This is an optimization exercise on Yosys and OpenROAD, whose aim is small area, a short achievable clock period and few clock cycles per item, not a production implementation. Where RTL was checked, it was by simulation tests only, not by an equivalence proof against the original. No activity file was given, so power comes from the tool's default toggle rates.

## lane 5
## euclidean_integer_divider_top
module euclidean_integer_divider_top #(
   parameter int KS = 2       
) (
   input  wire logic              clock,
   input  wire logic              reset,
   input  wire logic              req_valid,
   output logic                   req_ready,
   input  edv_pkg::req_type       req_data,
   output logic                   rsp_valid,
   input  wire logic              rsp_ready,
   output edv_pkg::rsp_type       rsp_data
);
Size in the first run: about 2300 cells after synthesis, ~200 flip-flops, about 0.015 mm2 of cells after synthesis.
clock: 5.0 ns
lec_check: 0
cap_margin: 20
core_margin: 2
core_utilization: 40
place_density: 0.6
setup_slack_margin: 2.2
slew_margin: 20
standard.sh (not shown) runs the stock make flow with config.mk's settings and CLKGATE_MAP_FILE= SYNTH_SCRIPT=/design/flow/synth_recipe.tcl, a recipe that flattens the netlist after the stock synthesis.
==> flow/flow/run.sh <==
#!/bin/bash
# The standard layout (standard.sh), run in three parts, with these
# changes to how the layout is made:
# - synthesis does not extract full/half adders into sky130 fa/ha cells
#   before ABC (ADDER_MAP_FILE empty), so the carry-save and prefix logic
#   maps as gates;
# - ABC maps with flow/abc_speed.script (structural choices, then delay-
#   oriented mapping) instead of ORFS's, from a copy of ORFS's scripts folder
#   that differs only in that file;
# - during placement only, the delay cells (clkdlybuf4s*, dlygate*, dlymetal*)
#   are also don't-use, so the port buffers that placement inserts on every
#   input and output are plain buffers rather than delay cells.
# Registers, names and all other steps are the standard flow's. Each part's
# make output goes to its own log here; ORFS's per-step logs stay under
# orfs/logs.
set -euo pipefail
rm -rf scripts
cp -r "$FLOW_HOME/scripts" scripts
cp flow/abc_speed.script scripts/abc_speed.script
common=(SCRIPTS_DIR="$PWD/scripts" ADDER_MAP_FILE=)
bash standard.sh "${common[@]}" synth floorplan > flow_synth_floorplan.log 2>&1
du=$(make -s -C "$FLOW_HOME" DESIGN_CONFIG="$PWD/config.mk" WORK_HOME="$PWD/orfs" print-DONT_USE_CELLS | sed -n 's/^DONT_USE_CELLS: //p')
dly="sky130_fd_sc_hd__clkdlybuf4s15_1 sky130_fd_sc_hd__clkdlybuf4s15_2 sky130_fd_sc_hd__clkdlybuf4s18_1 sky130_fd_sc_hd__clkdlybuf4s18_2 sky130_fd_sc_hd__clkdlybuf4s25_1 sky130_fd_sc_hd__clkdlybuf4s25_2 sky130_fd_sc_hd__clkdlybuf4s50_1 sky130_fd_sc_hd__clkdlybuf4s50_2 sky130_fd_sc_hd__dlygate4sd1_1 sky130_fd_sc_hd__dlygate4sd2_1 sky130_fd_sc_hd__dlygate4sd3_1 sky130_fd_sc_hd__dlymetal6s2s_1 sky130_fd_sc_hd__dlymetal6s4s_1 sky130_fd_sc_hd__dlymetal6s6s_1"
bash standard.sh "${common[@]}" DONT_USE_CELLS="$du $dly" place > flow_place.log 2>&1
bash standard.sh "${common[@]}" finish > flow_finish.log 2>&1
==> flow/flow/abc_speed.script <==
strash
dch -f
map
topo
buffer -c
upsize -c
dnsize -c
Lane 5 went all the way through synthesis, placement and routing and the layout is clean on timing, DRC and antenna.
Testbench counts of lane 5, summed over its fixed seeds: cycles 37,387, items 3,600.
For lane 4, these inputs were changed with respect to lane 5:
--- a/flow/design.v
+++ b/flow/design.v
@@ -110,15 +110,14 @@
    logic          bneg_q;        
    logic          bz_q;          
    logic          dbz_q;
    logic [CW-1:0] cnt_q;         
    logic          fst_q;         
    logic [KS-1:0] pdp_q, pdn_q;  
    logic          ofs_q;         
-   logic          pk_q;          
    logic          act_q;         
    logic          pc_q;          
    logic          vld_q;
    wire [31:0] a = req_data.dividend;
    wire [31:0] b = req_data.divisor;
    wire [30:0] bx = b[30:0] ^ {31{b[31]}};
    logic       unused_v;
@@ -223,15 +222,17 @@
    wire signed [KS+1:0] one = (KS+2)'(1);
    wire [32:0] q_n  = otf(v,       s_qm, s_q);
    wire [32:0] qm_n = otf(v - one, s_qm, s_q);
    logic [WN-2:0] unused_s;
    logic          wcarry;
    edv_add #(.N(WN-1)) u_sgn (.a(ws_q[WN-2:0]), .b(wc_q[WN-2:0]), .ci(1'b0), .s(unused_s), .co(wcarry));
    wire        wneg = ws_q[WN-1] ^ wc_q[WN-1] ^ wcarry;
-   wire        pick = wneg ^ bneg_q;
+   wire        k0   = !bz_q && !(wneg ^ bneg_q);
+   wire        km   = !bz_q && (wneg ^ bneg_q);
+   wire [32:0] qf   = ({33{k0}} & q_n) | ({33{km}} & qm_n);
    wire blk  = act_q && ofs_q && vld_q;
    wire step = act_q && !pc_q && !blk;
    wire take = act_q && ofs_q && !vld_q;
    wire load = req_valid && pv_q && (!act_q || (pc_q && !ofs_q) || blk);
    always_ff @(posedge clock) begin
       if (load) begin
          d_q    <= bn;
@@ -253,23 +254,22 @@
          cnt_q <= cnt_q - 1'b1;
          fst_q <= 1'b0;
       end
    end
    always_ff @(posedge clock) begin
       pdp_q <= dp;
       pdn_q <= dn;
+      qm_q  <= qm_n;
       ofs_q <= !load && (step ? fst_q : (ofs_q && !pc_q));
    end
    always_ff @(posedge clock) begin
-      if ((step && !fst_q) || (pc_q && !blk)) begin
-         q_q  <= q_n;
-         qm_q <= qm_n;
-      end
-      if (pc_q && !blk) begin
-         pk_q  <= pick;
+      if (step && !fst_q) begin
+         q_q <= q_n;
+      end else if (pc_q && !blk) begin
+         q_q   <= qf;
          dbz_q <= bz_q;
       end
    end
    always_ff @(posedge clock) begin
       if (reset) begin
          pv_q  <= 1'b0;
          act_q <= 1'b0;
@@ -280,10 +280,10 @@
          act_q <= load || (act_q && !pc_q);
          pc_q  <= step && (cnt_q == CW'(1));
          vld_q <= (pc_q && !blk) || (vld_q && !rsp_ready);
       end
    end
    assign req_ready = take;
    assign rsp_valid = vld_q;
-   assign rsp_data  = {dbz_q ? 33'd0 : pk_q ? qm_q : q_q, dbz_q};
+   assign rsp_data  = {q_q, dbz_q};
 endmodule
 `default_nettype wire
[summary]
Comparing the two runs side by side, lane 4 comes out behind lane 5 on via count. Lane 4 ends up with a number of enable flip-flop cells after synthesis that is 34 lower than in lane 5. Looking at lane 5 and lane 4, the area fraction of clock buffers and clock inverters is a wash. On post-layout worst setup margin, the higher figure sits with lane 5, not lane 4. Status: vertical die dimension parity (lane 5, lane 4). Critical path depth: lane 4 > lane 5. Lane 5 → lane 4: combinational share of power has increased, power of the sequential group saw an increase, initial antenna violation count decreased by 2 relative to the old numbers, flip-flop and latch count -1.5%. Layout inverter count without the clock tree went up by more than a quarter going from lane 5 to lane 4. The power of lane 4 exceeds that of lane 5 by about 17%. Relative to lane 5, the detailed-route wire length of lane 4 is higher by about 10%. Worst hold margin (lower): lane 4.
The RTL of lane 4 was laid out without a check of its function.

-- re-timing with driven ports --
Ports are ideal in the flow. The routed layouts listed here were re-timed in OpenROAD.
Step 1, drivers: a clkbuf_16 drives clock and a buf_2 each remaining input, both assumed.
Step 2 also shifts input and output timing later by t, the mid clock arrival at the registers, as if the neighbouring blocks saw the same clock.
a / b / c = ideal ports / drivers / drivers and shift; a / b = the first two.
run	t (ns)	slack for setup (ns)	hold WS [ns]	clock arrival spread, ns	worst slew at a driven data input, ns
lane 5	0.500	2.267 / 2.213 / 1.905	0.440 / 0.440 / 0.440	0.015 / 0.015	0.09
lane 4	0.507	2.240 / 2.240 / 1.838	0.429 / 0.429 / 0.429	0.014 / 0.014	0.05
After both steps setup and hold are still met in every run listed. The setup slack of lane 4, which loses most, moves by 0.000 ns with the drivers and by -0.402 ns with both steps.
